This design comes from an exercise in tuning for small area, a short achievable clock period and few clock cycles on the open sky130 flow, not from production work.
At most, simulation tests tie the RTL to the original design; equivalence was not proved.
For run 5, only the layout was checked, not whether the RTL still works.
Power and IR drop assume default switching activity.

==> flow/config.mk <==
export PLATFORM = sky130hd
export DESIGN_NAME = top_k_candidate_list_unit
export DESIGN_NICKNAME = top_k_candidate_list_unit
export VERILOG_FILES = /design/flow/design.v
export SDC_FILE = /design/flow/constraint.sdc
export NUM_CORES = 4
export LEC_CHECK = 0
export CAP_MARGIN = 20
export CORE_MARGIN = 2
export CORE_UTILIZATION = 40
export CTS_CLUSTER_DIAMETER = 100
export CTS_CLUSTER_SIZE = 18
export SETUP_SLACK_MARGIN = 3.75
export SLEW_MARGIN = 20
==> flow/constraint.sdc <==
create_clock -name core_clock -period 7.0 [get_ports {aclk}]
set_input_delay 1.4000 -clock core_clock [delete_from_list [all_inputs] [get_ports {aclk}]]
set_output_delay 1.4000 -clock core_clock [all_outputs]
set_load 0.01 [all_outputs]
==> flow/design.v <==
package tkcl_pkg;
    localparam int LIST_DEPTH = 8;
    localparam int IDX_W      = (LIST_DEPTH > 1) ? $clog2(LIST_DEPTH) : 1;
    localparam int CNT_W      = $clog2(LIST_DEPTH + 1);
    localparam int ID_W       = 16;
    localparam int SCORE_W    = 16;
    localparam int STATUS_W   = 3;
    localparam int RANK_W     = 3;
    localparam int COUNT_W    = 4;
    localparam int S_TDATA_W  = 32;
    localparam int S_TUSER_W  = 2;
    localparam int M_PAYLOAD_W = RANK_W + ID_W + SCORE_W + COUNT_W;
    localparam int M_TDATA_W  = 40;
    localparam int M_PAD_W    = M_TDATA_W - M_PAYLOAD_W;
    localparam int M_TUSER_W  = STATUS_W;
    localparam logic ACT_CLEAR = 1'b0;
    localparam logic ACT_OFFER = 1'b1;
    typedef enum logic [STATUS_W-1:0] {
        STAT_CLEARED    = 3'd0,
        STAT_INSERTED   = 3'd1,
        STAT_NO_CHANCE  = 3'd2,
        STAT_DUPLICATE  = 3'd3,
        STAT_FULL_WORSE = 3'd4
    } status_t;
    typedef enum logic [1:0] {
        S_IDLE,
        S_DECIDE,
        S_LIST
    } ctrl_state_t;
    typedef struct packed {
        logic req_load;
        logic cnt_clear;
        logic insert;
        logic out_load_status;
        logic out_load_entry;
        logic idx_clr;
        logic idx_inc;
    } dp_cmd_t;
    typedef struct packed {
        status_t verdict;
        logic    idx_last;
    } dp_stat_t;
endpackage
import tkcl_pkg::*;
module tkcl_ctrl
(
    input  logic                  aclk,
    input  logic                  aresetn,
    input  logic                  s_tvalid,
    output logic                  s_tready,
    output logic                  m_tvalid,
    input  logic                  m_tready,
    output logic [M_TUSER_W-1:0]  m_tuser,
    output logic                  m_tlast,
    output logic                  push,          
    output logic                  pop,           
    output logic [RANK_W-1:0]     idx,
    output logic [LIST_DEPTH-1:0] sel_id,
    output logic [LIST_DEPTH-1:0] sel_score,
    input  tkcl_pkg::status_t     verdict,       
    input  logic [LIST_DEPTH-1:0] first_sel,     
    input  logic [LIST_DEPTH-1:0] next_sel,      
    input  logic [CNT_W-1:0]      held_count
);
    logic                  req_valid;
    logic                  valid_reg;
    logic                  last_reg;
    tkcl_pkg::status_t     status_reg;
    logic [RANK_W-1:0]     idx_reg;
    logic [LIST_DEPTH-1:0] sel_reg;         
    logic [LIST_DEPTH-1:0] sel_score_reg;   
    logic                  free_reg;        
    logic [LIST_DEPTH-1:0] sel_next;
    logic advance;     
    logic head_free;   
    assign advance   = !valid_reg || m_tready;
    assign head_free = advance && (!valid_reg || last_reg);
    assign pop       = req_valid && head_free;
    assign s_tready  = free_reg || (m_tready && last_reg);
    assign push      = s_tvalid && s_tready;
    always_ff @(posedge aclk) begin
        if (!aresetn) begin
            req_valid <= 1'b0;
        end else if (push) begin
            req_valid <= 1'b1;
        end else if (pop) begin
            req_valid <= 1'b0;
        end
    end
    always_ff @(posedge aclk) begin
        if (!aresetn) begin
            valid_reg <= 1'b0;
        end else if (advance) begin
            valid_reg <= (valid_reg && !last_reg) || req_valid;
        end
    end
    always_ff @(posedge aclk) begin
        if (!aresetn) begin
            free_reg <= 1'b1;
        end else begin
            free_reg <= !(push || (req_valid && !pop)) ||
                        !(advance ? ((valid_reg && !last_reg) || req_valid) : valid_reg);
        end
    end
    always_ff @(posedge aclk) begin
        if (advance) begin
            if (valid_reg && !last_reg) begin
                idx_reg  <= idx_reg + RANK_W'(1);
                last_reg <= (CNT_W'(idx_reg) + CNT_W'(2)) == held_count;
            end else begin
                idx_reg <= '0;
                if (verdict == STAT_INSERTED) begin
                    status_reg <= STAT_INSERTED;
                    last_reg   <= (held_count == '0);
                end else begin
                    status_reg <= verdict;
                    last_reg   <= 1'b1;
                end
            end
        end
    end
    always_comb begin
        if (valid_reg && !last_reg) begin
            sel_next = next_sel;
        end else if (verdict == STAT_INSERTED) begin
            sel_next = first_sel;
        end else begin
            sel_next = '0;
        end
    end
    always_ff @(posedge aclk) begin
        sel_reg       <= advance ? sel_next : sel_score_reg;
        sel_score_reg <= advance ? sel_next : sel_reg;
    end
    assign m_tvalid = valid_reg;
    assign m_tuser  = status_reg;
    assign m_tlast  = last_reg;
    assign idx      = idx_reg;
    assign sel_id    = sel_reg;
    assign sel_score = sel_score_reg;
endmodule
import tkcl_pkg::*;
module tkcl_datapath
(
    input  logic                  aclk,
    input  logic                  aresetn,
    input  logic [S_TDATA_W-1:0]  s_tdata,     
    input  logic [S_TUSER_W-1:0]  s_tuser,     
    input  logic                  push,
    input  logic                  pop,
    input  logic [RANK_W-1:0]     idx,
    input  logic [LIST_DEPTH-1:0] sel_id,      
    input  logic [LIST_DEPTH-1:0] sel_score,   
    output tkcl_pkg::status_t     verdict,
    output logic [LIST_DEPTH-1:0] first_sel,
    output logic [LIST_DEPTH-1:0] next_sel,
    output logic [CNT_W-1:0]      held_count,
    output logic [ID_W-1:0]       rd_id,
    output logic [SCORE_W-1:0]    rd_score
);
    function automatic logic le16(input logic [15:0] a, input logic [15:0] b);
        logic [15:0] gt, eq;
        logic [7:0]  gt2, eq2;
        logic [3:0]  gt4, eq4;
        logic [1:0]  gt8, eq8;
        gt = a & ~b;
        eq = ~(a ^ b);
        for (int i = 0; i < 8; i++) begin
            gt2[i] = gt[2*i+1] | (eq[2*i+1] & gt[2*i]);
            eq2[i] = eq[2*i+1] & eq[2*i];
        end
        for (int i = 0; i < 4; i++) begin
            gt4[i] = gt2[2*i+1] | (eq2[2*i+1] & gt2[2*i]);
            eq4[i] = eq2[2*i+1] & eq2[2*i];
        end
        for (int i = 0; i < 2; i++) begin
            gt8[i] = gt4[2*i+1] | (eq4[2*i+1] & gt4[2*i]);
            eq8[i] = eq4[2*i+1] & eq4[2*i];
        end
        le16 = ~(gt8[1] | (eq8[1] & gt8[0]));
    endfunction
    logic [ID_W-1:0]       req_id;
    logic [SCORE_W-1:0]    req_score;
    logic                  req_action;
    logic                  req_no_chance;
    logic [LIST_DEPTH-1:0] flag_le;     
    logic                  flag_dup;    
    logic [LIST_DEPTH-1:0] in_eq;
    logic [ID_W-1:0]       in_id;
    logic [SCORE_W-1:0]    in_score;
    assign in_id    = s_tdata[ID_W-1:0];
    assign in_score = s_tdata[ID_W +: SCORE_W];
    logic [ID_W-1:0]    slot_id    [LIST_DEPTH];
    logic [SCORE_W-1:0] slot_score [LIST_DEPTH];
    logic [IDX_W-1:0]   slot_rank  [LIST_DEPTH];
    logic [CNT_W-1:0]   count_reg;
    logic [LIST_DEPTH-1:0] held;
    logic [LIST_DEPTH-1:0] score_le;
    logic [LIST_DEPTH-1:0] target;
    logic [LIST_DEPTH-1:0] rank_first;
    logic [LIST_DEPTH-1:0] rank_le;     
    logic [IDX_W-1:0]      ins_rank;
    logic [IDX_W-1:0]      idx_inc;
    logic                  new_first;
    logic                  full;
    logic                  insert;
    logic                  clear;
    assign full    = count_reg[CNT_W-1];
    assign idx_inc = idx + IDX_W'(1);
    always_comb begin
        for (int k = 0; k < LIST_DEPTH; k++) begin
            held[k]       = (CNT_W'(k) < count_reg);
            score_le[k]   = flag_le[k];
            target[k]     = full ? (slot_rank[k] == IDX_W'(LIST_DEPTH - 1))
                                 : (count_reg == CNT_W'(k));
            rank_first[k] = held[k] && (slot_rank[k] == '0);
            next_sel[k]   = held[k] && (slot_rank[k] == idx_inc);
        end
    end
    always_comb begin
        for (int r = 0; r < LIST_DEPTH; r++) begin
            rank_le[r] = 1'b0;
            for (int k = 0; k < LIST_DEPTH; k++) begin
                rank_le[r] = rank_le[r] | (score_le[k] && (slot_rank[k] == IDX_W'(r)));
            end
        end
    end
    assign ins_rank[2] = rank_le[3];
    assign ins_rank[1] = (rank_le[1] & ~rank_le[3]) | rank_le[5];
    assign ins_rank[0] = (rank_le[0] & ~rank_le[1]) | (rank_le[2] & ~rank_le[3]) |
                         (rank_le[4] & ~rank_le[5]) | (rank_le[6] & ~rank_le[7]);
    assign new_first = !rank_le[0];
    assign first_sel = new_first ? target : rank_first;
    always_comb begin
        if (req_action == ACT_CLEAR) begin
            verdict = STAT_CLEARED;
        end else if (req_no_chance) begin
            verdict = STAT_NO_CHANCE;
        end else if (flag_dup) begin
            verdict = STAT_DUPLICATE;
        end else if (full && (&score_le)) begin
            verdict = STAT_FULL_WORSE;
        end else begin
            verdict = STAT_INSERTED;
        end
    end
    assign clear  = pop && (req_action == ACT_CLEAR);
    assign insert = pop && (verdict == STAT_INSERTED);
    always_comb begin
        for (int k = 0; k < LIST_DEPTH; k++) begin
            if (insert && target[k]) begin
                in_eq[k] = !clear && (req_id == in_id);
            end else begin
                in_eq[k] = !clear && held[k] && (slot_id[k] == in_id);
            end
        end
    end
    always_ff @(posedge aclk) begin
        if (push) begin
            flag_dup      <= |in_eq;
            req_id        <= in_id;
            req_score     <= in_score;
            req_action    <= s_tuser[0];
            req_no_chance <= s_tuser[1];
            for (int k = 0; k < LIST_DEPTH; k++) begin
                if (insert && target[k]) begin
                    flag_le[k] <= !clear && le16(req_score, in_score);
                end else begin
                    flag_le[k] <= !clear && held[k] && le16(slot_score[k], in_score);
                end
            end
        end
    end
    for (genvar k = 0; k < LIST_DEPTH; k++) begin : g_slot
        always_ff @(posedge aclk) begin
            if (insert && target[k]) begin
                slot_id[k]    <= req_id;
                slot_score[k] <= req_score;
            end
        end
        always_ff @(posedge aclk) begin
            if (insert) begin
                if (target[k]) begin
                    slot_rank[k] <= ins_rank;
                end else if (!score_le[k]) begin
                    slot_rank[k] <= {slot_rank[k][2] ^ (slot_rank[k][1] & slot_rank[k][0]),
                                     slot_rank[k][1] ^ slot_rank[k][0],
                                     !slot_rank[k][0]};
                end
            end
        end
    end
    always_ff @(posedge aclk) begin
        if (!aresetn || clear) begin
            count_reg <= '0;
        end else if (insert && !full) begin
            count_reg <= count_reg + CNT_W'(1);
        end
    end
    assign held_count = count_reg;
    always_comb begin
        rd_id    = '0;
        rd_score = '0;
        for (int k = 0; k < LIST_DEPTH; k++) begin
            rd_id    = rd_id    | ({ID_W{sel_id[k]}}       & slot_id[k]);
            rd_score = rd_score | ({SCORE_W{sel_score[k]}} & slot_score[k]);
        end
    end
endmodule
import tkcl_pkg::*;
module top_k_candidate_list_unit
(
    input  logic                 aclk,
    input  logic                 aresetn,
    input  logic                 s_tvalid,
    output logic                 s_tready,
    input  logic [S_TDATA_W-1:0] s_tdata,    
    input  logic [S_TUSER_W-1:0] s_tuser,    
    output logic                 m_tvalid,
    input  logic                 m_tready,
    output logic [M_TDATA_W-1:0] m_tdata,    
    output logic [M_TUSER_W-1:0] m_tuser,    
    output logic                 m_tlast
);
    logic                  push;
    logic                  pop;
    logic [RANK_W-1:0]     idx;
    logic [LIST_DEPTH-1:0] sel_id;
    logic [LIST_DEPTH-1:0] sel_score;
    tkcl_pkg::status_t     verdict;
    logic [LIST_DEPTH-1:0] first_sel;
    logic [LIST_DEPTH-1:0] next_sel;
    logic [CNT_W-1:0]      held_count;
    logic [ID_W-1:0]       rd_id;
    logic [SCORE_W-1:0]    rd_score;
    tkcl_ctrl u_ctrl (
        .aclk       (aclk),
        .aresetn    (aresetn),
        .s_tvalid   (s_tvalid),
        .s_tready   (s_tready),
        .m_tvalid   (m_tvalid),
        .m_tready   (m_tready),
        .m_tuser    (m_tuser),
        .m_tlast    (m_tlast),
        .push       (push),
        .pop        (pop),
        .idx        (idx),
        .sel_id     (sel_id),
        .sel_score  (sel_score),
        .verdict    (verdict),
        .first_sel  (first_sel),
        .next_sel   (next_sel),
        .held_count (held_count)
    );
    tkcl_datapath u_datapath (
        .aclk       (aclk),
        .aresetn    (aresetn),
        .s_tdata    (s_tdata),
        .s_tuser    (s_tuser),
        .push       (push),
        .pop        (pop),
        .idx        (idx),
        .sel_id     (sel_id),
        .sel_score  (sel_score),
        .verdict    (verdict),
        .first_sel  (first_sel),
        .next_sel   (next_sel),
        .held_count (held_count),
        .rd_id      (rd_id),
        .rd_score   (rd_score)
    );
    assign m_tdata = {{M_PAD_W{1'b0}}, COUNT_W'(held_count), rd_score, rd_id, idx};
endmodule
==> flow/flow/run.sh <==
#!/bin/bash
# The standard layout, with plain buffers (buf_1) on the ports in place of the
# delay buffers buffer_ports picks by default; timing repair resizes them where
# needed. Each tool's output goes to a log of its own under orfs/logs, and
# the make output to standard.log.
set -euo pipefail
export BUFFER_PORTS_ARGS="-buffer_cell sky130_fd_sc_hd__buf_1"
bash standard.sh > standard.log 2>&1
==> flow/standard.sh <==
#!/bin/bash
# synth_recipe.tcl (not shown) runs the flow's synth.tcl, then flattens the netlist and writes it again
# the make line also repeats each setting of config.mk as NAME=value (left out here)
make -C /OpenROAD-flow-scripts/flow DESIGN_CONFIG=/design/flow/config.mk WORK_HOME=/design/flow/orfs CLKGATE_MAP_FILE= SYNTH_SCRIPT=/design/flow/synth_recipe.tcl "${@:-finish}"
==> reports/results.env, run 1 <==
ANT_NETS=0
RSZ0062_AT_GRT='false'
WL_PER_CELL_MICRONS=27.71
PORT_BUFFERS=82
CELLLEAKAGEPOWER_nW=7.424
CTS_HOLD_BUF=0
GRT_UTIL_ALL_LAYERS=0.2354
AVGVIACOUNTPERCELL=6.172
SYNTH_SEQUENTIAL_AREA_RATIO=0.5432
OVERALL_POWER_AFTER_LAYOUT_mW=4.151
DETAILEDPLACE.WORSTSLACK_NS=3.001
YOSYS_REGISTER_BITS=353
SYN2LAYOUT_AREA_GROWTH_PCT=9.699
DATA_ARRIVAL_CRITICAL_PATH_NS=1.82
FILLER_CELL_COUNT=4442
MULTI_INPUT_AREA_SQ_UM=8310
MAXCLOCKFREQUENCY_MHz=310.7
FINAL.SETUP.WORST_SLACK_NS=3.781
FLOORPLAN.INITIALDENSITY=0.4024
TIMING.CRITICAL_PATH.TO_TYPE='output pin'
YS_TYPES=68
CTS_BUFFERS=24
POWER-PER-CELL-AREA_nW_PER_UM2=198.2
DRT-INITIAL-DRC-COUNT=1583
ROUTED_WL_MICRONS=59830
FINAL_MIN_PERIOD_OVER_CLOCK_PERIOD=0.4598
SYNTH_FLOP_CELL='sky130_fd_sc_hd__edfxtp_1'
TIGHTEST_SLEW_NS=1.245
IOPINCOUNT=84
FINAL_PERIOD_MINUS_WORST_SETUP_SLACK_NS=3.219
FIRST_GLOBAL_VIAS=13160
TIMING.SETUP.TNS_NS=0
FINAL-MAX-SLEW-VIOLATION-COUNT=0
STARTPOINT_TYPE='register'
DIE_X_MICRONS=222.5
FINAL_NET_COUNT=1759
REQUIRED_TIME_AT_THE_ENDPOINT_OF_THE_CRITICAL_PATH_NS=5.60
GRT_FIRST_PASS_WIRELENGTH_MICRONS=86640
GRT.OVERFLOW.TOTAL=0
H-TREE-DEPTH=1
STD_CELL_ROWS=80
CAP_VIOL_MAX_COUNT=0
SYNTH-EDFF-COUNT=330
TRITONCTS_NUM_SINKS=353
FINAL-SETUP-VIOL-COUNT=0
WORST_HOLD_PATH_TYPE='register to register'
DETAILEDPLACEMENTHPWL_MICRONS=40930
TIMING.MAX_SLEW.REL_SLACK=0.1615
DETAILROUTE.VIA_COUNT=13330
POST_LAYOUT_INSTANCE_COUNT_EXCLUDING_FILLER_CELLS=2159
DIE-HEIGHT_MICRONS=222.5
UTILIZATION=0.4414
CRITPATHKIND='register to output pin'
PLACE_CONGESTION=0.9430
PLACE_INST=2113
SYNTH_ASYNC_SR_FLOP_SHARE=0
DRT_DRC_VIOLATIONS_LEFT=0
DIEAREA_SQ_UM=49490
CLOCKBUFFERDEPTH=3
CLK_TRANSITION_REPORTED_PATHS_NS=0.08
LAYOUT.CELLS.MOST_COMMON_LIST='sky130_fd_sc_hd__edfxtp_1 (330), sky130_fd_sc_hd__ha_1 (188), sky130_fd_sc_hd__a22oi_1 (134)'
PATH_MAX_FANOUT=17
MOST_COMMON_CELL_AFTER_LAYOUT_FILL_AND_TAPS_ASIDE='sky130_fd_sc_hd__edfxtp_1'
SYN_INST=1471
SKEW_NS=0.03193
SYNTHESIS.YOSYS.WARNINGS=5
REG.LARGEST.LIST='u_datapath.slot_id x128, u_datapath.slot_score x128, u_datapath.slot_rank x24'
CLOCKROOTBUFFER='sky130_fd_sc_hd__clkbuf_16'
SYNTH_FP_NETS=1697
TRITONCTS='built'
HOLD_VIOL_FINAL=0
ANTENNA_FOUND_INITIAL=1
IR_WORST_VDD_mV=0.1842
RESULT_OF_THE_RUN='timing/DRC/antenna clean'
CLOCK_LATENCY_NS=0.58
SHARE_OF_LAYOUT_CELLS_ABOVE_DRIVE_STRENGTH_1=0.07712
DETAIL_ROUTE.FIRST_PASS.ITERATIONS=5
SYN_AREA_SQ_UM=19090
PIN_COUNT_OF_THE_BIGGEST_NET_ENTERING_GLOBAL_ROUTING=45
CORE_AREA_SQ_UM=47450
SEQCELLAREA_SQ_UM=10430
SYN-MEAN-INSTANCE-AREA_SQ_UM=12.98
==> final cells by class <==
| type | instances | share of cell area |
|---|---|---|
| Antenna cell | 1 | 0.0001195 |
| Clock buffer | 33 | 0.03178 |
| Clock inverter | 3 | 0.001434 |
| Inverter | 55 | 0.01004 |
| Multi-Input combinational cell | 992 | 0.3968 |
| Sequential cell | 353 | 0.4978 |
| Tap cell | 615 | 0.03674 |
| Timing Repair Buffer | 106 | 0.02497 |
| Timing Repair inverter | 1 | 0.0003584 |
==> repair_timing <==
item,CTS,global route
pin swaps,2,1
resized for setup,30,24
buffers inserted,2,6
endpoints found under the setup margin,144,54
cloned,1,0
==> cells in the mapped netlist (23+ instances only) <==
cell,instances,area (sq um)
sky130_fd_sc_hd__edfxtp_1,330,9910
sky130_fd_sc_hd__ha_1,188,2352
sky130_fd_sc_hd__a22oi_1,135,1013
sky130_fd_sc_hd__xor2_1,106,928.4
sky130_fd_sc_hd__nand4_1,78,488.0
sky130_fd_sc_hd__xnor2_1,69,604.3
sky130_fd_sc_hd__inv_1,55,206.5
sky130_fd_sc_hd__a21oi_1,44,220.2
sky130_fd_sc_hd__clkbuf_1,38,142.6
sky130_fd_sc_hd__nor4_1,35,219.0
sky130_fd_sc_hd__nor2_1,34,127.6
sky130_fd_sc_hd__nand2_1,30,112.6
sky130_fd_sc_hd__o21a_1,26,195.2
sky130_fd_sc_hd__a21o_1,25,187.7
sky130_fd_sc_hd__o21ai_0,25,125.1
sky130_fd_sc_hd__buf_2,24,120.1
sky130_fd_sc_hd__dfxtp_1,23,460.4
==> power by group <==
group / total (mW) / switching (mW) / internal [mW]
logic: 0.344 / 0.219 / 0.126
registers: 2.40 / 0.0760 / 2.33
clock network: 1.40 / 0.736 / 0.667
==> cell families after synthesis <==
| family | after synthesis | synth area share |
|---|---|---|
| DFF | 353 | 0.5432 |
| AOI/OAI and AO/OA | 346 | 0.1322 |
| and+or+nand+nor | 250 | 0.07523 |
| adders and majority gates | 188 | 0.1232 |
| xor gates and xnor gates | 175 | 0.08028 |
| buffers and inverters | 126 | 0.02805 |
| muxes | 32 | 0.01769 |
| other | 1 | 0.0001964 |
==> worst paths after layout <==
check                         from               endpoint  slack (ns)  cells past startpoint
max              u_ctrl.sel_reg[5]            m_tdata[16]        3.78                      3
min               u_ctrl.req_valid        u_ctrl.free_reg        0.56                      1
max reg2reg  u_datapath.flag_le[3]  u_datapath.flag_le[2]        3.94                      7
min reg2reg       u_ctrl.req_valid        u_ctrl.free_reg        0.56                      1
==> critical path, cell delays in order (launching register included) <==
cell and delay (ns):
sky130_fd_sc_hd__dfxtp_2 0.66, sky130_fd_sc_hd__a22oi_1 0.17, sky130_fd_sc_hd__nand4_1 0.23, sky130_fd_sc_hd__buf_1 0.18
==> per-layer routing <==
metal,part of all wire,global-route usage
met1,0.44,0.3326
met2,0.46,0.3731
met3,0.068,0.03055
met4,0.034,0.08270
met5,0,0
==> stage by stage <==
step                      hold WS (ns)  cell area [sq um]
after floorplan                 0.4867              19170
after global placement          0.5425              20040
after detailed placement        0.5412              20040
after CTS                       0.5614              20820
after global routing            0.6000              20940
final                           0.5573              20940
Testbench counts, summed over its fixed seeds: cycles 13,741.
==> run 2: changes to the inputs <==
--- a/flow/config.mk
+++ b/flow/config.mk
@@ -12,3 +12,4 @@
 export CTS_CLUSTER_SIZE = 18
-export SETUP_SLACK_MARGIN = 3.75
+export GPL_TIMING_DRIVEN = 0
+export SETUP_SLACK_MARGIN = 3.8
 export SLEW_MARGIN = 20
==> run 2 against run 1 <==
Net effect:
- still clean on timing, DRC and antenna
- clock power is 3% lower
- first-iteration DRC count is 4.9% lower
- sequential power hardly changed
- register-to-register slack worse by 0.08 ns
- fmax hardly changed
- hold slack worse by 0.0031 ns
- clock skew is 0.018 ns lower
- routed wire length is 9.0% higher
- utilization is 4.1 points higher
==> reports/results.env, run 2 <==
RESULT_OF_THE_RUN='timing/DRC/antenna clean'
SYNTH_FLOP_CELL='sky130_fd_sc_hd__edfxtp_1'
REG.LARGEST.LIST='u_datapath.slot_id x128, u_datapath.slot_score x128, u_datapath.slot_rank x24'
TRITONCTS='built'
GRT_FIRST_PASS_WIRELENGTH_MICRONS=93150  # +7.5%
AVGVIACOUNTPERCELL=6.121  # -0.82%
DETAILROUTE.VIA_COUNT=14060  # +5.5%
GRT.OVERFLOW.TOTAL=0  # unchanged
IOPINCOUNT=84  # unchanged
DETAILEDPLACEMENTHPWL_MICRONS=44920  # +9.7%
DETAIL_ROUTE.FIRST_PASS.ITERATIONS=6  # +1
TIMING.MAX_SLEW.REL_SLACK=0.2761  # +0.1146
DRT_DRC_VIOLATIONS_LEFT=0  # unchanged
SYN_AREA_SQ_UM=19090  # unchanged
DIE_X_MICRONS=222.5  # unchanged
STARTPOINT_TYPE='register'
YOSYS.CELL_COUNT.TOP_TYPE='sky130_fd_sc_hd__edfxtp_1'
SYN_INST=1471  # unchanged
WORST_HOLD_PATH_TYPE='register to register'
CLOCKROOTBUFFER='sky130_fd_sc_hd__clkbuf_16'
ANTENNA_FOUND_INITIAL=1  # unchanged
ROUTED_WL_MICRONS=65190  # +9.0%
PLACE_CONGESTION=0.9155  # -2.9%
SKEW_NS=0.01375  # -0.01818 ns
CTS_HOLD_BUF=0  # unchanged
TIMING.CRITICAL_PATH.TO_TYPE='output pin'
FILLER_CELL_COUNT=4194  # -5.6%
ANTENNA_CELLS_INSERTED=0  # -1
SYNTH_SEQUENTIAL_AREA_RATIO=0.5432  # unchanged
TIMING.HOLD.WS_NS=0.5542  # -0.003147 ns
RR_WORST_DEPTH=9  # +2
REQUIRED_TIME_AT_THE_ENDPOINT_OF_THE_CRITICAL_PATH_NS=5.60  # about the same
FINAL-SETUP-VIOL-COUNT=0  # unchanged
GRT_UTIL_ALL_LAYERS=0.2571  # +0.02177
POST_SYNTH_XOR_XNOR_AREA=0.08028  # unchanged
H-TREE-DEPTH=1  # unchanged
CORE_AREA_SQ_UM=47450  # unchanged
YOSYS_REGISTER_BITS=353  # unchanged
CRITPATHKIND='register to output pin'
SYN-MEAN-INSTANCE-AREA_SQ_UM=12.98  # unchanged
MOST_COMMON_CELL_AFTER_LAYOUT_FILL_AND_TAPS_ASIDE='sky130_fd_sc_hd__edfxtp_1'
RSZ0062_AT_GRT='true'
MIN_PATH_CELLS=1  # unchanged
SYNTH_TOP_AREA_SHARE=0.5190  # unchanged
LAYOUT.CELLS.MOST_COMMON_LIST='sky130_fd_sc_hd__edfxtp_1 (330), sky130_fd_sc_hd__ha_1 (188), sky130_fd_sc_hd__xor2_1 (105)'
FLOORPLAN.INITIALDENSITY=0.4024  # unchanged
FINAL_MIN_PERIOD_OVER_CLOCK_PERIOD=0.4602  # about the same
CLOCK_LATENCY_NS=0.56  # -0.02 ns
CLOCKBUFFERDEPTH=3  # unchanged
SHARE_OF_LAYOUT_CELLS_ABOVE_DRIVE_STRENGTH_1=0.1855  # +0.1084
FINAL_NET_COUNT=1892  # +7.6%
PORT_BUFFERS=82  # unchanged
YS_TYPES=68  # unchanged
SYNTH-ADDER-AREA-SHARE=0.1232  # unchanged
HOLD_VIOL_FINAL=0  # unchanged
TRITONCTS_NUM_SINKS=353  # unchanged
MAXCLOCKFREQUENCY_MHz=310.5  # about the same
ANT_NETS=0  # unchanged
FINAL_PERIOD_MINUS_WORST_SETUP_SLACK_NS=3.221  # +0.002400 ns
SYNTH_ASYNC_SR_FLOP_SHARE=0  # unchanged
SYNTH_FP_NETS=1697  # unchanged
FINAL-MAX-SLEW-VIOLATION-COUNT=0  # unchanged
DIEAREA_SQ_UM=49490  # unchanged
SYNTHSIMPLEGATEAREAFRAC=0.07523  # unchanged
DRT-INITIAL-DRC-COUNT=1505  # -4.9%
SYNTH_TOP_AREA_CELL='sky130_fd_sc_hd__edfxtp_1'
DIE-HEIGHT_MICRONS=222.5  # unchanged
PIN_COUNT_OF_THE_BIGGEST_NET_ENTERING_GLOBAL_ROUTING=26  # -42%
SYNTHESIS.YOSYS.WARNINGS=5  # unchanged
TIMING.SETUP.TNS_NS=0  # unchanged
POWER-PER-CELL-AREA_nW_PER_UM2=183.6  # -7.3%
DATA_ARRIVAL_CRITICAL_PATH_NS=1.82  # about the same
SYNTH-EDFF-COUNT=330  # unchanged
STD_CELL_ROWS=80  # unchanged
CAP_VIOL_MAX_COUNT=0  # unchanged
WL_PER_CELL_MICRONS=28.38  # +2.4%
YS_TOP_CELLS_BY_COUNT='sky130_fd_sc_hd__edfxtp_1 (330), sky130_fd_sc_hd__ha_1 (188), sky130_fd_sc_hd__a22oi_1 (135), sky130_fd_sc_hd__xor2_1 (106), sky130_fd_sc_hd__nand4_1 (78)'
LARGEST_FAMILY_OF_LOGIC_CELLS_BY_SYNTHESIZED_AREA='compound AO/OA/AOI/OAI gates'
YOSYS-TOP-CELLS-AREA='sky130_fd_sc_hd__edfxtp_1 (52%), sky130_fd_sc_hd__ha_1 (12%), sky130_fd_sc_hd__a22oi_1 (5.3%), sky130_fd_sc_hd__xor2_1 (4.9%), sky130_fd_sc_hd__xnor2_1 (3.2%)'
TIGHTEST_SLEW_NS=1.074  # -0.1701 ns
IR_WORST_VDD_mV=0.2258  # +23%
CLK_TRANSITION_REPORTED_PATHS_NS=0.08  # about the same
SYN2LAYOUT_AREA_GROWTH_PCT=20.00
CTS_BUFFERS=23  # -4.2%
PATH_MAX_FANOUT=5  # -12
SYNTH_COMPOUND_AREA_FRAC=0.1322  # unchanged
SYNTH_MUX_AREA_FRAC=0.01769  # unchanged
CELLLEAKAGEPOWER_nW=8.364  # +13%
FIRST_GLOBAL_VIAS=13900  # +5.7%
-- run 2: changes by cell type in the layout (fill, tap and decap cells not counted), moves of 17 or more --
cell                        before  now
sky130_fd_sc_hd__a22oi_1       134   85
sky130_fd_sc_hd__a22oi_2         2   51
sky130_fd_sc_hd__buf_1          76   56
sky130_fd_sc_hd__buf_4          19   59
sky130_fd_sc_hd__clkbuf_16      25   42
sky130_fd_sc_hd__buf_2           1   45
-- run 2: through the flow --
step | setup WS, ns | cells | util | area [sq um] | total power [mW]
2_1_floorplan | 3.362 | 1471 | - | 19170 | 2.639
3_3_place_gp | 2.039 | 2168 | 0.4268 | 20250 | 2.803
3_5_place_dp | 2.661 | 2182 | 0.4338 | 20580 | 2.811
4_1_cts | 3.684 | 2279 | 0.4738 | 22480 | 4.197
5_1_grt | 3.739 | 2297 | 0.4829 | 22910 | 4.328
6_report | 3.779 | 2297 | 0.4829 | 22910 | 4.207
-- run 2: layer usage --
layer,track usage,wire length (microns),part of all wire
met3,0.04668,5688,0.087
met1,0.3534,27000,0.41
met4,0.09115,2538,0.039
met2,0.4088,29960,0.46
met5,0,9,0.00014
-- run 2: final timing paths --
kind	start	endpoint	slack, ns
worst max register to register	u_datapath.count_reg[0]	u_datapath.flag_le[4]	3.86
worst min-delay path	u_datapath.req_no_chance	u_ctrl.status_reg[1]	0.55
worst min register to register	u_datapath.req_no_chance	u_ctrl.status_reg[1]	0.55
worst max-delay path	u_ctrl.sel_score_reg[0]	m_tdata[25]	3.78
-- run 2: layout make-up --
cell class              instances  area, sq um  share of cell area
inverters                      55        217.7            0.009503
clock inverters                 1        5.005           0.0002184
repair buffers                169         1395             0.06089
clock buffers                  40        660.6             0.02884
well taps                     615        769.5             0.03359
flip-flops and latches        353        10380              0.4530
repair inverters                1        7.507           0.0003277
plain buffers                  71        870.8             0.03801
multi-input cells             992         8606              0.3756
-- run 2: critical path, stage by stage (launching register included) --
cell	delay, ns
sky130_fd_sc_hd__dfxtp_1	0.31
sky130_fd_sc_hd__clkbuf_8	0.15
sky130_fd_sc_hd__clkbuf_16	0.17
sky130_fd_sc_hd__a22oi_2	0.17
sky130_fd_sc_hd__nand4_1	0.24
sky130_fd_sc_hd__buf_2	0.22
-- run 2: what timing repair did --
item | in CTS | in global routing
cloned | 8 | 2
setup buffers | 48 | 16
pin swaps | 12 | 21
resized for setup | 160 | 85
setup endpoints to repair | 187 | 35
-- run 2: where the power goes --
part           switching (mW)  total, mW  internal, mW  leakage (nW)
registers              0.0378       2.37          2.33          3.21
logic                   0.288      0.481         0.193          4.83
clock network           0.715       1.36         0.643         0.319
-- run 2: cell families after synthesis --
family | count (synthesis)
buffers and inverters | 126
muxes | 32
adders and majority gates | 188
AOI/OAI and AO/OA | 346
and+or+nand+nor | 250
DFF | 353
xor gates and xnor gates | 175
other | 1
==> run 3: changes to the inputs <==
--- a/flow/config.mk
+++ b/flow/config.mk
@@ -10,5 +10,4 @@
 export CORE_UTILIZATION = 40
-export CTS_CLUSTER_DIAMETER = 100
-export CTS_CLUSTER_SIZE = 18
-export GPL_TIMING_DRIVEN = 0
+export CTS_CLUSTER_DIAMETER = 110
+export CTS_CLUSTER_SIZE = 22
 export SETUP_SLACK_MARGIN = 3.8
==> run 3 against run 2 <==
Net effect:
- still clean on timing, DRC and antenna
- largest power group unchanged
- routed wire length is 8.3% lower
- largest cell class unchanged
- synthesized cell count stayed put
- setup slack worse by 0.050 ns
- synthesized area stayed put
- die area stayed put
- sequential share of layout area is 4.5 points higher
==> reports/results.env, run 3 <==
MOST_PREVALENT_STANDARD_CELL_ON_THE_CRITICAL_PATH='sky130_fd_sc_hd__a21o_1'
DRT-INITIAL-DRC-COUNT=1573  # +4.5%
SYNTH_FP_NETS=1697  # unchanged
FINAL-SETUP-VIOL-COUNT=0  # unchanged
SLOWEST_DELAY_NS=0.62  # +0.31 ns
PLACE_CONGESTION=0.9430  # +3.0%
DIEAREA_SQ_UM=49490  # unchanged
IR_WORST_VDD_mV=0.1432  # -37%
DIE_X_MICRONS=222.5  # unchanged
RSZ0062_AT_GRT='true'
MOST_COMMON_CELL_AFTER_LAYOUT_FILL_AND_TAPS_ASIDE='sky130_fd_sc_hd__edfxtp_1'
TIMING.CRITICAL_PATH.TO_TYPE='register'
SYN_INST=1471  # unchanged
TIMING.MAX_SLEW.REL_SLACK=0.2000  # -0.07609
SKEW_NS=0.02309  # +0.009336 ns
FINAL_DESIGN_AREA_NO_FILL_SQ_UM=20950  # -8.6%
LAYOUT.CELLS.MOST_COMMON_LIST='sky130_fd_sc_hd__edfxtp_1 (330), sky130_fd_sc_hd__ha_1 (188), sky130_fd_sc_hd__a22oi_1 (134)'
FIRST_GLOBAL_VIAS=13160  # -5.3%
CLOCKBUFFERDEPTH=3  # unchanged
SYN-MEAN-INSTANCE-AREA_SQ_UM=12.98  # unchanged
FINAL_PERIOD_MINUS_WORST_SETUP_SLACK_NS=3.271  # +0.04962 ns
DETAILEDPLACEMENTHPWL_MICRONS=40930  # -8.9%
WORST_HOLD_PATH_TYPE='register to register'
REQUIRED_TIME_AT_THE_ENDPOINT_OF_THE_CRITICAL_PATH_NS=7.42  # +1.82 ns
DATA_ARRIVAL_CRITICAL_PATH_NS=3.69  # +1.87 ns
H-TREE-DEPTH=1  # unchanged
SYNTH_TOP_AREA_CELL='sky130_fd_sc_hd__edfxtp_1'
FINAL-MAX-SLEW-VIOLATION-COUNT=0  # unchanged
SYN2LAYOUT_AREA_GROWTH_PCT=9.725
WL_PER_CELL_MICRONS=27.60  # -2.7%
YOSYS-TOP-CELLS-AREA='sky130_fd_sc_hd__edfxtp_1 (52%), sky130_fd_sc_hd__ha_1 (12%), sky130_fd_sc_hd__a22oi_1 (5.3%), sky130_fd_sc_hd__xor2_1 (4.9%), sky130_fd_sc_hd__xnor2_1 (3.2%)'
YOSYS_REGISTER_BITS=353  # unchanged
TRITONCTS='built'
DETAILROUTE.VIA_COUNT=13400  # -4.7%
RESULT_OF_THE_RUN='timing/DRC/antenna clean'
OVERALL_POWER_AFTER_LAYOUT_mW=4.031  # -4.2%
ANTENNA_FOUND_INITIAL=2  # +1
WORST_PATH_CELL_CHAIN='buf_1, clkinvlp_4, ha_1, a21o_1, a21o_1, a211oi_1, o21ai_0, a2111oi_0, a31o_2'
FINAL_MIN_PERIOD_OVER_CLOCK_PERIOD=0.4672  # +0.007089
SHARE_OF_LAYOUT_CELLS_ABOVE_DRIVE_STRENGTH_1=0.08522  # -0.1003
CLK_TRANSITION_REPORTED_PATHS_NS=0.09  # about the same
SYNTH_ASYNC_SR_FLOP_SHARE=0  # unchanged
DIE-HEIGHT_MICRONS=222.5  # unchanged
SEQCELLAREA_SQ_UM=10430  # +0.45%
FINAL_NET_COUNT=1766  # -6.7%
SYN_AREA_SQ_UM=19090  # unchanged
SYNTH_SEQUENTIAL_AREA_RATIO=0.5432  # unchanged
AVGVIACOUNTPERCELL=6.190  # +1.1%
MULTI_INPUT_AREA_SQ_UM=8334  # -3.2%
CLOCK_LATENCY_NS=0.56  # about the same
IOPINCOUNT=84  # unchanged
CTS_BUFFERS=20  # -13%
CRIT_BUF_INV=2  # -1
CAP_VIOL_MAX_COUNT=0  # unchanged
FLOORPLAN.INITIALDENSITY=0.4024  # unchanged
GRT_UTIL_ALL_LAYERS=0.2345  # -0.02260
DRT_DRC_VIOLATIONS_LEFT=0  # unchanged
DETAIL_ROUTE.FIRST_PASS.ITERATIONS=5  # -1
YS_TYPES=68  # unchanged
PORT_BUFFERS=82  # unchanged
TIGHTEST_SLEW_NS=1.187  # +0.1129 ns
CELLLEAKAGEPOWER_nW=7.403  # -11%
SYNTH-EDFF-COUNT=330  # unchanged
YS_TOP_CELLS_BY_COUNT='sky130_fd_sc_hd__edfxtp_1 (330), sky130_fd_sc_hd__ha_1 (188), sky130_fd_sc_hd__a22oi_1 (135), sky130_fd_sc_hd__xor2_1 (106), sky130_fd_sc_hd__nand4_1 (78)'
TIMING.SETUP.TNS_NS=0  # unchanged
MAXCLOCKFREQUENCY_MHz=305.7  # -1.5%
REG.LARGEST.LIST='u_datapath.slot_id x128, u_datapath.slot_score x128, u_datapath.slot_rank x24'
CTS_HOLD_BUF=0  # unchanged
WORST_PATH_DOMINANT_CELL_FAMILY='compound AO/OA/AOI/OAI gates'
TRITONCTS_NUM_SINKS=353  # unchanged
GRT_FIRST_PASS_WIRELENGTH_MICRONS=86100  # -7.6%
CRITPATHKIND='input port to register'
CORE_AREA_SQ_UM=47450  # unchanged
FILLER_CELL_COUNT=4421  # +5.4%
STARTPOINT_TYPE='input port'
PIN_COUNT_OF_THE_BIGGEST_NET_ENTERING_GLOBAL_ROUTING=45  # +73%
TIMING.CRITICAL_PATH.SLOWEST_STAGE_CELL='sky130_fd_sc_hd__a2111oi_0'
CLOCKROOTBUFFER='sky130_fd_sc_hd__clkbuf_16'
PATH_MAX_FANOUT=6  # +1
ANT_NETS=0  # unchanged
ROUTED_WL_MICRONS=59760  # -8.3%
STD_CELL_ROWS=80  # unchanged
YOSYS.CELL_COUNT.TOP_TYPE='sky130_fd_sc_hd__edfxtp_1'
POWER-PER-CELL-AREA_nW_PER_UM2=192.4  # +4.8%
GRT.OVERFLOW.TOTAL=0  # unchanged
SYNTH_FLOP_CELL='sky130_fd_sc_hd__edfxtp_1'
SYNTHESIS.YOSYS.WARNINGS=5  # unchanged
HOLD_VIOL_FINAL=0  # unchanged
PLACED_CELL_AREA_SQ_UM=20040  # -2.7%
SYNTH_TOP_AREA_SHARE=0.5190  # unchanged
-- run 3: changes by cell type in the layout (fill, tap and decap cells not counted), sizes merged --
cell	delta
diode	+1
clkinv	-1
clkbuf	-51
clkinvlp	+2
buf	-84
inv	+1
-- run 3: cells by family after synthesis --
logic type                 after synthesis  share of synthesized area
adders and majority gates              188                     0.1232
other                                    1                  0.0001964
AOI/OAI and AO/OA                      346                     0.1322
and+or+nand+nor                        250                    0.07523
DFF                                    353                     0.5432
buffers and inverters                  126                    0.02805
muxes                                   32                    0.01769
xor gates and xnor gates               175                    0.08028
-- run 3: layout make-up --
cell class / count / share of cell area
antenna: 1 / 0.0001195
clock buffer: 28 / 0.02634
clock inverter: 3 / 0.001195
inverter: 55 / 0.01057
multi-input combinational: 992 / 0.3978
sequential: 353 / 0.4976
tap: 615 / 0.03673
timing repair buffer: 117 / 0.02921
timing repair inverter: 1 / 0.0003584
-- run 3: worst paths after layout --
| kind | startpoint | to | slack (ns) | cells after the start |
|---|---|---|---|---|
| worst max-delay path | s_tdata[25] | u_datapath.flag_le[2] | 3.73 | 9 |
| worst min-delay path | u_ctrl.req_valid | u_ctrl.free_reg | 0.56 | 1 |
| worst max register to register | u_datapath.flag_le[4] | u_datapath.flag_le[2] | 3.83 | 7 |
| worst min register to register | u_ctrl.req_valid | u_ctrl.free_reg | 0.56 | 1 |
-- run 3: per-layer routing --
metal / routed length (microns) / global-route usage
met1: 25600 / 0.3258
met2: 27540 / 0.3731
met3: 4610 / 0.03822
met4: 1994 / 0.08119
met5: 18 / 0
-- run 3: stage by stage --
stage | hold slack, ns | setup WS [ns] | util | std cells
5_1_grt | 0.6041 | 3.677 | 0.4415 | 2165
3_5_place_dp | 0.5412 | 3.001 | 0.4223 | 2113
4_1_cts | 0.5641 | 3.635 | 0.4366 | 2146
2_1_floorplan | 0.4867 | 3.362 | - | 1471
6_report | 0.5630 | 3.729 | 0.4415 | 2165
3_3_place_gp | 0.5425 | 3.075 | 0.4223 | 2113
-- run 3: timing repair --
action / 4_1_cts / 5_1_grt
cloned: 1 / 0
buffers inserted: 1 / 17
hold endpoints to repair: 0 / 0
pin swaps: 1 / 2
endpoints found under the setup margin: 152 / 59
resized for setup: 41 / 23
-- run 3: worst register-to-register path: cells and delay by family (launching register included) --
kind                   cells  cell delay [ns]
DFF                        1             0.61
and+or+nand+nor            3             0.91
AOI/OAI and AO/OA          3             1.14
buffers and inverters      1             0.36
-- run 3: power breakdown --
group / internal, mW / switching, mW / total [mW]
Sequential: 2.33 / 0.0756 / 2.40
Clock: 0.559 / 0.717 / 1.28
Combinational: 0.130 / 0.221 / 0.351
Total: 3.02 / 1.01 / 4.03
==> run 4: changes to the inputs <==
--- a/flow/config.mk
+++ b/flow/config.mk
@@ -10,4 +10,4 @@
 export CORE_UTILIZATION = 40
-export CTS_CLUSTER_DIAMETER = 110
-export CTS_CLUSTER_SIZE = 22
+export CTS_CLUSTER_DIAMETER = 100
+export CTS_CLUSTER_SIZE = 18
 export SETUP_SLACK_MARGIN = 3.8
==> run 4 against run 3 <==
Net effect:
- clock skew up 0.0062 ns
- final area is 0.36% higher
- first-iteration DRC count is 1.9% lower
- via count about the same
- routed wire length is essentially flat
- synthesized area unchanged
- fmax rose by 2.8%
- final cell count hardly changed
- sequential cell count unchanged
- non-clock buffer count is 4 lower
- register-to-register slack gained 0.14 ns
- combinational power hardly changed
- still clean on timing, DRC and antenna
- highest routed layer is now met4
==> reports/results.env, run 4 <==
TIMING.MAX_SLEW.REL_SLACK=0.1420  # -0.05803
FINAL_MIN_PERIOD_OVER_CLOCK_PERIOD=0.4546  # -0.01261
OVERALL_POWER_AFTER_LAYOUT_mW=4.154  # +3.1%
MOST_COMMON_CELL_AFTER_LAYOUT_FILL_AND_TAPS_ASIDE='sky130_fd_sc_hd__edfxtp_1'
DRT-INITIAL-DRC-COUNT=1543  # -1.9%
SYNTH_SEQUENTIAL_AREA_RATIO=0.5432  # unchanged
WORST_PATH_DOMINANT_CELL_FAMILY='buffers and inverters'
SYN_INST=1471  # unchanged
ANT_NETS=0  # unchanged
ROUTED_WL_MICRONS=59700  # about the same
SYNTH-EDFF-COUNT=330  # unchanged
PATH_MAX_FANOUT=3  # -3
CLK_TRANSITION_REPORTED_PATHS_NS=0.08  # about the same
GRT_FIRST_PASS_WIRELENGTH_MICRONS=86800  # +0.82%
FINAL-MAX-SLEW-VIOLATION-COUNT=0  # unchanged
CLOCKROOTBUFFER='sky130_fd_sc_hd__clkbuf_16'
SYNTH_TOP_AREA_CELL='sky130_fd_sc_hd__edfxtp_1'
PIN_COUNT_OF_THE_BIGGEST_NET_ENTERING_GLOBAL_ROUTING=45  # unchanged
DETAILEDPLACEMENTHPWL_MICRONS=40930  # unchanged
SHARE_OF_LAYOUT_CELLS_ABOVE_DRIVE_STRENGTH_1=0.08645  # +0.001235
AVGVIACOUNTPERCELL=6.181  # -0.14%
POWER-PER-CELL-AREA_nW_PER_UM2=197.6  # +2.7%
PLACE_CONGESTION=0.9430  # unchanged
YOSYS_REGISTER_BITS=353  # unchanged
IOPINCOUNT=84  # unchanged
DIE_X_MICRONS=222.5  # unchanged
FINAL_NET_COUNT=1766  # unchanged
DATA_ARRIVAL_CRITICAL_PATH_NS=1.78  # -1.91 ns
CRIT_BUF_INV=2  # unchanged
FINAL_PERIOD_MINUS_WORST_SETUP_SLACK_NS=3.182  # -0.08827 ns
CRITPATHKIND='input port to output pin'
CAP_VIOL_MAX_COUNT=0  # unchanged
SYNTH_TOP_AREA_SHARE=0.5190  # unchanged
MAXCLOCKFREQUENCY_MHz=314.2  # +2.8%
TIMING.CRITICAL_PATH.TO_TYPE='output pin'
DRT_DRC_VIOLATIONS_LEFT=0  # unchanged
ANTENNA_FOUND_INITIAL=1  # -1
H-TREE-DEPTH=1  # unchanged
WORST_HOLD_PATH_TYPE='register to register'
FINAL-SETUP-VIOL-COUNT=0  # unchanged
PLACE_INST=2113  # unchanged
GRT.OVERFLOW.TOTAL=0  # unchanged
TIMING.CRITICAL_PATH.SLOWEST_STAGE_CELL='sky130_fd_sc_hd__a21o_1'
FIRST_GLOBAL_VIAS=13190  # +0.24%
YS_TYPES=68  # unchanged
RESULT_OF_THE_RUN='timing/DRC/antenna clean'
CLOCK_LATENCY_NS=0.57  # about the same
SYN_AREA_SQ_UM=19090  # unchanged
REQUIRED_TIME_AT_THE_ENDPOINT_OF_THE_CRITICAL_PATH_NS=5.60  # -1.82 ns
YOSYS.CELL_COUNT.TOP_TYPE='sky130_fd_sc_hd__edfxtp_1'
REG.LARGEST.LIST='u_datapath.slot_id x128, u_datapath.slot_score x128, u_datapath.slot_rank x24'
SYNTH_FP_NETS=1697  # unchanged
SYN-MEAN-INSTANCE-AREA_SQ_UM=12.98  # unchanged
TIGHTEST_SLEW_NS=1.274  # +0.08613 ns
CELLLEAKAGEPOWER_nW=7.463  # +0.81%
STD_CELL_ROWS=80  # unchanged
TRITONCTS='built'
DETAILROUTE.VIA_COUNT=13390  # -0.090%
WORST_PATH_CELL_CHAIN='buf_6, a21o_1, buf_2'
DETAIL_ROUTE.FIRST_PASS.ITERATIONS=7  # +2
TIMING.SETUP.TNS_NS=0  # unchanged
WL_PER_CELL_MICRONS=27.56  # -0.14%
CTS_BUFFERS=24  # +20%
SYNTHESIS.YOSYS.WARNINGS=5  # unchanged
DIE-HEIGHT_MICRONS=222.5  # unchanged
CLOCKBUFFERDEPTH=3  # unchanged
YS_TOP_CELLS_BY_COUNT='sky130_fd_sc_hd__edfxtp_1 (330), sky130_fd_sc_hd__ha_1 (188), sky130_fd_sc_hd__a22oi_1 (135), sky130_fd_sc_hd__xor2_1 (106), sky130_fd_sc_hd__nand4_1 (78)'
HOLD_VIOL_FINAL=0  # unchanged
PORT_BUFFERS=82  # unchanged
TRITONCTS_NUM_SINKS=353  # unchanged
SYN2LAYOUT_AREA_GROWTH_PCT=10.12
STARTPOINT_TYPE='input port'
UTILIZATION=0.4431  # +0.001582
IR_WORST_VDD_mV=0.1842  # +29%
GRT_UTIL_ALL_LAYERS=0.2358  # +0.001258
POST_LAYOUT_INSTANCE_COUNT_EXCLUDING_FILLER_CELLS=2166  # +0.046%
FLOORPLAN.INITIALDENSITY=0.4024  # unchanged
SYNTH_FLOP_CELL='sky130_fd_sc_hd__edfxtp_1'
SLOWEST_DELAY_NS=0.15  # -0.47 ns
SKEW_NS=0.02928  # +0.006191 ns
YOSYS-TOP-CELLS-AREA='sky130_fd_sc_hd__edfxtp_1 (52%), sky130_fd_sc_hd__ha_1 (12%), sky130_fd_sc_hd__a22oi_1 (5.3%), sky130_fd_sc_hd__xor2_1 (4.9%), sky130_fd_sc_hd__xnor2_1 (3.2%)'
DIEAREA_SQ_UM=49490  # unchanged
LAYOUT.CELLS.MOST_COMMON_LIST='sky130_fd_sc_hd__edfxtp_1 (330), sky130_fd_sc_hd__ha_1 (188), sky130_fd_sc_hd__a22oi_1 (134)'
CORE_AREA_SQ_UM=47450  # unchanged
RSZ0062_AT_GRT='true'
SYNTH_ASYNC_SR_FLOP_SHARE=0  # unchanged
-- run 4: power by group --
part | internal [mW] | switching (mW) | leakage (nW)
Combinational | 0.129 | 0.220 | 3.90
Sequential | 2.33 | 0.0751 | 3.22
Clock | 0.667 | 0.736 | 0.339
-- run 4: cell type report --
cell class,count,area [sq um]
Clock buffer,33,665.6
Multi-Input combinational cell,992,8313
Antenna cell,1,2.502
Timing Repair Buffer,113,588.1
Sequential cell,353,10430
Clock inverter,3,30.03
Tap cell,615,769.5
Inverter,55,217.7
Fill cell,4436,26420
Timing Repair inverter,1,7.507
-- run 4: final timing paths --
kind                                         startpoint                     to  slack, ns  depth (start not counted)
worst min-delay path                   u_ctrl.req_valid        u_ctrl.free_reg       0.56                          1
worst max-delay path                           m_tready               s_tready       3.82                          3
worst min register to register         u_ctrl.req_valid        u_ctrl.free_reg       0.56                          1
worst max register to register  u_datapath.count_reg[1]  u_datapath.flag_le[4]       3.97                          8
-- run 4: metal layers --
layer	up-vias	track usage	part of all wire
li1	5907	-	-
met1	6696	0.3319	0.43
met2	655	0.3752	0.46
met3	131	0.03055	0.074
met4	0	0.08357	0.036
met5	-	0	0
-- run 4: timing repair --
item                                    in CTS  in global routing
gates cloned                                 1                  0
buffers inserted                             4                 11
endpoints found under the setup margin     152                 52
endpoints found under the hold margin        0                  0
pin swaps                                    3                  0
hold buffers                                 0                  0
gates resized for setup                     42                 24
-- run 4: kinds of logic (layout without fill, tap and decap cells) --
kind of cell	after synthesis	count (layout)	synth area share
flip-flops	353	353	0.5432
AO/OA/AOI/OAI	346	346	0.1322
AND/OR/NAND/NOR	250	250	0.07523
adder cells (fa/ha/maj)	188	188	0.1232
XOR/XNOR	175	175	0.08028
buffers and inverters	126	205	0.02805
multiplexers	32	32	0.01769
other	1	2	0.0001964
-- run 4: stage by stage --
step | hold slack (ns) | instance area, sq um | setup slack, ns
2_1_floorplan | 0.4867 | 19170 | 3.362
3_3_place_gp | 0.5425 | 20040 | 3.075
3_5_place_dp | 0.5412 | 20040 | 3.001
4_1_cts | 0.5614 | 20860 | 3.760
5_1_grt | 0.6000 | 21020 | 3.783
6_report | 0.5574 | 21020 | 3.818
-- run 4: worst register-to-register path, cell delays in order, from the launching register on --
cell and delay, ns:
sky130_fd_sc_hd__dfxtp_1 0.60, sky130_fd_sc_hd__inv_1 0.16, sky130_fd_sc_hd__ha_1 0.24, sky130_fd_sc_hd__and3b_1 0.24, sky130_fd_sc_hd__a21oi_2 0.37, sky130_fd_sc_hd__or3_1 0.41, sky130_fd_sc_hd__nor3b_2 0.43, sky130_fd_sc_hd__o211ai_1 0.27
sky130_fd_sc_hd__o22ai_1 0.16
==> run 5: changes to the inputs <==
--- a/flow/design.v
+++ b/flow/design.v
@@ -71,3 +71,2 @@
     logic [LIST_DEPTH-1:0] sel_score_reg;   
-    logic                  free_reg;        
     logic [LIST_DEPTH-1:0] sel_next;
@@ -78,3 +77,3 @@
     assign pop       = req_valid && head_free;
-    assign s_tready  = free_reg || (m_tready && last_reg);
+    assign s_tready  = !req_valid || (head_free && (verdict != STAT_INSERTED));
     assign push      = s_tvalid && s_tready;
@@ -97,10 +96,2 @@
     always_ff @(posedge aclk) begin
-        if (!aresetn) begin
-            free_reg <= 1'b1;
-        end else begin
-            free_reg <= !(push || (req_valid && !pop)) ||
-                        !(advance ? ((valid_reg && !last_reg) || req_valid) : valid_reg);
-        end
-    end
-    always_ff @(posedge aclk) begin
         if (advance) begin
@@ -250,7 +241,3 @@
         for (int k = 0; k < LIST_DEPTH; k++) begin
-            if (insert && target[k]) begin
-                in_eq[k] = !clear && (req_id == in_id);
-            end else begin
-                in_eq[k] = !clear && held[k] && (slot_id[k] == in_id);
-            end
+            in_eq[k] = !clear && held[k] && (slot_id[k] == in_id);
         end
@@ -265,7 +252,3 @@
             for (int k = 0; k < LIST_DEPTH; k++) begin
-                if (insert && target[k]) begin
-                    flag_le[k] <= !clear && le16(req_score, in_score);
-                end else begin
-                    flag_le[k] <= !clear && held[k] && le16(slot_score[k], in_score);
-                end
+                flag_le[k] <= !clear && held[k] && le16(slot_score[k], in_score);
             end
==> run 5 against run 4 <==
Net effect:
- clock-buffer cell count down 3
- setup slack worse by 0.28 ns
- first-iteration DRC count down 9.7%
- clock power down 3%
==> reports/results.env, run 5 <==
DIE_X_MICRONS=219.0  # -1.5%
DETAIL_ROUTE.FIRST_PASS.ITERATIONS=5  # -2
SYNTHESIS.YOSYS.WARNINGS=5  # unchanged
H-TREE-DEPTH=1  # unchanged
REQUIRED_TIME_AT_THE_ENDPOINT_OF_THE_CRITICAL_PATH_NS=5.60  # about the same
DIE-HEIGHT_MICRONS=219.0  # -1.5%
SYN2LAYOUT_AREA_GROWTH_PCT=10.51
CRITPATHKIND='input port to output pin'
YOSYS-TOP-CELLS-AREA='sky130_fd_sc_hd__edfxtp_1 (54%), sky130_fd_sc_hd__ha_1 (12%), sky130_fd_sc_hd__a22oi_1 (5.8%), sky130_fd_sc_hd__xor2_1 (4.1%), sky130_fd_sc_hd__xnor2_1 (3.5%)'
AVGVIACOUNTPERCELL=6.051  # -2.1%
FLOORPLAN.INITIALDENSITY=0.4067  # +0.004280
CLOCKROOTBUFFER='sky130_fd_sc_hd__clkbuf_16'
DETAILEDPLACEMENTHPWL_MICRONS=37420  # -8.6%
FINAL_PERIOD_MINUS_WORST_SETUP_SLACK_NS=3.458  # +0.2757 ns
ANTENNA_FOUND_INITIAL=1  # unchanged
SYN_AREA_SQ_UM=18500  # -3.1%
YOSYS_REGISTER_BITS=352  # -0.28%
ANT_NETS=0  # unchanged
FINAL-MAX-SLEW-VIOLATION-COUNT=0  # unchanged
LAYOUT.CELLS.MOST_COMMON_LIST='sky130_fd_sc_hd__edfxtp_1 (330), sky130_fd_sc_hd__ha_1 (173), sky130_fd_sc_hd__a22oi_1 (141)'
SYNTH_TOP_AREA_SHARE=0.5358  # +0.01675
SYN_INST=1387  # -5.7%
HOLD_VIOL_FINAL=0  # unchanged
OVERALL_POWER_AFTER_LAYOUT_mW=4.079  # -1.8%
STD_CELL_ROWS=78  # -2.5%
SYNTH_ASYNC_SR_FLOP_SHARE=0  # unchanged
POWER-PER-CELL-AREA_nW_PER_UM2=199.5  # +0.99%
CTS_BUFFERS=23  # -4.2%
DATA_ARRIVAL_CRITICAL_PATH_NS=2.06  # +0.28 ns
SKEW_NS=0.02035  # -0.008933 ns
PORT_BUFFERS=82  # unchanged
YS_TYPES=58  # -15%
SYNTH_TOP_AREA_CELL='sky130_fd_sc_hd__edfxtp_1'
DRT_DRC_VIOLATIONS_LEFT=0  # unchanged
PIN_COUNT_OF_THE_BIGGEST_NET_ENTERING_GLOBAL_ROUTING=44  # -2.2%
YS_TOP_CELLS_BY_COUNT='sky130_fd_sc_hd__edfxtp_1 (330), sky130_fd_sc_hd__ha_1 (173), sky130_fd_sc_hd__a22oi_1 (142), sky130_fd_sc_hd__xor2_1 (86), sky130_fd_sc_hd__nand4_1 (79)'
MULTI_INPUT_AREA_SQ_UM=7755  # -6.7%
CTS_HOLD_BUF=0  # unchanged
DIEAREA_SQ_UM=47970  # -3.1%
SHARE_OF_LAYOUT_CELLS_ABOVE_DRIVE_STRENGTH_1=0.08663  # +0.0001787
UTILIZATION=0.4494  # +0.006316
TIGHTEST_SLEW_NS=0.9832  # -0.2903 ns
WORST_HOLD_PATH_TYPE='register to register'
SYN-MEAN-INSTANCE-AREA_SQ_UM=13.33  # +2.7%
CLK_TRANSITION_REPORTED_PATHS_NS=0.08  # about the same
MAXCLOCKFREQUENCY_MHz=289.2  # -8.0%
FINAL_NET_COUNT=1671  # -5.4%
FILLER_CELL_COUNT=4112  # -7.3%
FIRST_GLOBAL_VIAS=12570  # -4.7%
GRT.OVERFLOW.TOTAL=0  # unchanged
PLACE_CONGESTION=0.9563  # +1.4%
FINAL_MIN_PERIOD_OVER_CLOCK_PERIOD=0.4940  # +0.03938
IR_WORST_VDD_mV=0.1987  # +7.9%
CAP_VIOL_MAX_COUNT=0  # unchanged
SEQCELLAREA_SQ_UM=10410  # -0.19%
RESULT_OF_THE_RUN='timing/DRC/antenna clean'
CLOCK_LATENCY_NS=0.58  # about the same
CORE_AREA_SQ_UM=45480  # -4.1%
SYNTH-EDFF-COUNT=330  # unchanged
TRITONCTS='built'
TIMING.SETUP.TNS_NS=0  # unchanged
DRT-INITIAL-DRC-COUNT=1393  # -9.7%
IOPINCOUNT=84  # unchanged
ROUTED_WL_MICRONS=55060  # -7.8%
WL_PER_CELL_MICRONS=26.65  # -3.3%
PATH_MAX_FANOUT=2  # -1
TIMING.CRITICAL_PATH.TO_TYPE='output pin'
FINAL-SETUP-VIOL-COUNT=0  # unchanged
RSZ0062_AT_GRT='true'
REG.LARGEST.LIST='u_datapath.slot_id x128, u_datapath.slot_score x128, u_datapath.slot_rank x24'
TIMING.MAX_SLEW.REL_SLACK=0.3432  # +0.2012
DETAILROUTE.VIA_COUNT=12500  # -6.6%
CLOCKBUFFERDEPTH=3  # unchanged
GRT_UTIL_ALL_LAYERS=0.2283  # -0.007475
GRT_FIRST_PASS_WIRELENGTH_MICRONS=80950  # -6.7%
STARTPOINT_TYPE='input port'
ANTENNA_CELLS_INSERTED=0  # -1
SYNTH_SEQUENTIAL_AREA_RATIO=0.5596  # +0.01644
YOSYS.CELL_COUNT.TOP_TYPE='sky130_fd_sc_hd__edfxtp_1'
TRITONCTS_NUM_SINKS=352  # -0.28%
MOST_COMMON_CELL_AFTER_LAYOUT_FILL_AND_TAPS_ASIDE='sky130_fd_sc_hd__edfxtp_1'
SYNTH_FP_NETS=1598  # -5.8%
SYNTH_FLOP_CELL='sky130_fd_sc_hd__edfxtp_1'
CELLLEAKAGEPOWER_nW=7.441  # -0.29%
-- run 5: cell count changes after synthesis, sizes merged, moves of 8 or more --
cell / delta
nor4: -13
a211oi: +18
a2111oi: -11
ha: -15
o211ai: +8
nand3: +17
o21ai: -13
inv: -12
a21oi: -15
xor2: -20
a21o: +14
-- run 5: worst paths after layout --
path                         startpoint                    endpoint  slack [ns]  cells after the start
setup / recovery               m_tready                    s_tready        3.54                      6
hold reg to reg    u_datapath.req_id[6]    u_datapath.slot_id[3][6]        0.61                      0
hold / removal     u_datapath.req_id[6]    u_datapath.slot_id[3][6]        0.61                      0
setup reg to reg  u_datapath.flag_le[2]  u_datapath.slot_rank[4][0]        4.07                      6
-- run 5: logic make-up (layout without fill, tap and decap cells) --
kind of cell | after synthesis | count (layout) | share of synthesized area
other | 1 | 1 | 0.0002028
buffers and inverters | 114 | 193 | 0.02584
adder cells (fa/ha/maj) | 173 | 173 | 0.1170
flip-flops | 352 | 352 | 0.5596
XOR/XNOR | 159 | 159 | 0.07529
AO/OA/AOI/OAI | 311 | 311 | 0.1247
AND/OR/NAND/NOR | 245 | 245 | 0.07732
multiplexers | 32 | 32 | 0.02002
-- run 5: report_power, final --
| part | internal (mW) | switching [mW] | total (mW) |
|---|---|---|---|
| sequential | 2.32 | 0.0688 | 2.39 |
| clock | 0.648 | 0.716 | 1.36 |
| combinational | 0.121 | 0.201 | 0.321 |
| total | 3.09 | 0.986 | 4.08 |
-- run 5: area by class of cell --
type                       count  area share
sequential                   352      0.5093
multi-input combinational    921      0.3794
clock inverter                 1   0.0009794
tap                          600     0.03673
clock buffer                  30     0.03153
inverter                      43    0.007897
timing repair buffer         119     0.03416
-- run 5: what timing repair did --
item,in CTS,in global routing
gates resized for setup,34,12
setup buffers,9,13
pin swaps,1,3
cloned,1,0
setup endpoints to repair,33,23
hold endpoints to repair,0,0
-- run 5: stage by stage --
stage / area [sq um] / std cells / setup slack [ns] / hold WS [ns]
after floorplan: 18520 / 1387 / 3.520 / 0.5280
after global placement: 19380 / 2009 / 3.147 / 0.5657
after detailed placement: 19460 / 2012 / 3.107 / 0.5900
after CTS: 20300 / 2053 / 3.530 / 0.6090
after global routing: 20440 / 2066 / 3.509 / 0.6283
final: 20440 / 2066 / 3.542 / 0.6084
-- run 5: per-layer routing --
| metal | GRT usage | routed length [microns] | part of all wire | vias up |
|---|---|---|---|---|
| met2 | 0.3626 | 25240 | 0.46 | 570 |
| met4 | 0.06937 | 1693 | 0.031 | 2 |
| li1 | - | - | - | 5553 |
| met5 | 0 | 11 | 0.00020 | - |
| met1 | 0.3216 | 24320 | 0.44 | 6272 |
| met3 | 0.03659 | 3794 | 0.069 | 104 |
-- run 5: worst max-delay path: stages --
cell	delay (ns)
sky130_fd_sc_hd__buf_1	0.08
sky130_fd_sc_hd__nand2b_4	0.13
sky130_fd_sc_hd__buf_12	0.10
sky130_fd_sc_hd__nand2_4	0.04
sky130_fd_sc_hd__o21ai_2	0.15
sky130_fd_sc_hd__buf_2	0.15

-- what the ideal ports hide --
Ports are ideal in the flow. The routed layouts listed here were re-timed in OpenROAD. Step 1 sets driving cells, clkbuf_16 on the clock port and buf_2 on the other inputs (assumed; they add their load-dependent delay and slew). Step 2, shift: input delay + t, output delay - t, t = (earliest + latest rising clock arrival at the registers) / 2. This alone moves slack from input paths to output paths. Slacks: ideal ports / drivers / drivers and shift; pairs: ideal ports / drivers.
run | shift t [ns] | slack for setup (ns) | pins driven straight from the clock port
run 1 | 0.623 | 3.781 / 3.719 / 3.273 | 1
run 2 | 0.613 | 3.779 / 3.718 / 3.238 | 1
run 3 | 0.609 | 3.729 / 3.742 / 3.158 | 1
run 4 | 0.623 | 3.818 / 3.787 / 3.273 | 1
run 5 | 0.617 | 3.542 / 3.518 / 3.256 | 1
After both steps setup and hold are still met in every run listed. For run 3, which loses most, drivers alone change the setup slack by +0.013 ns; drivers and shift together by -0.571 ns.
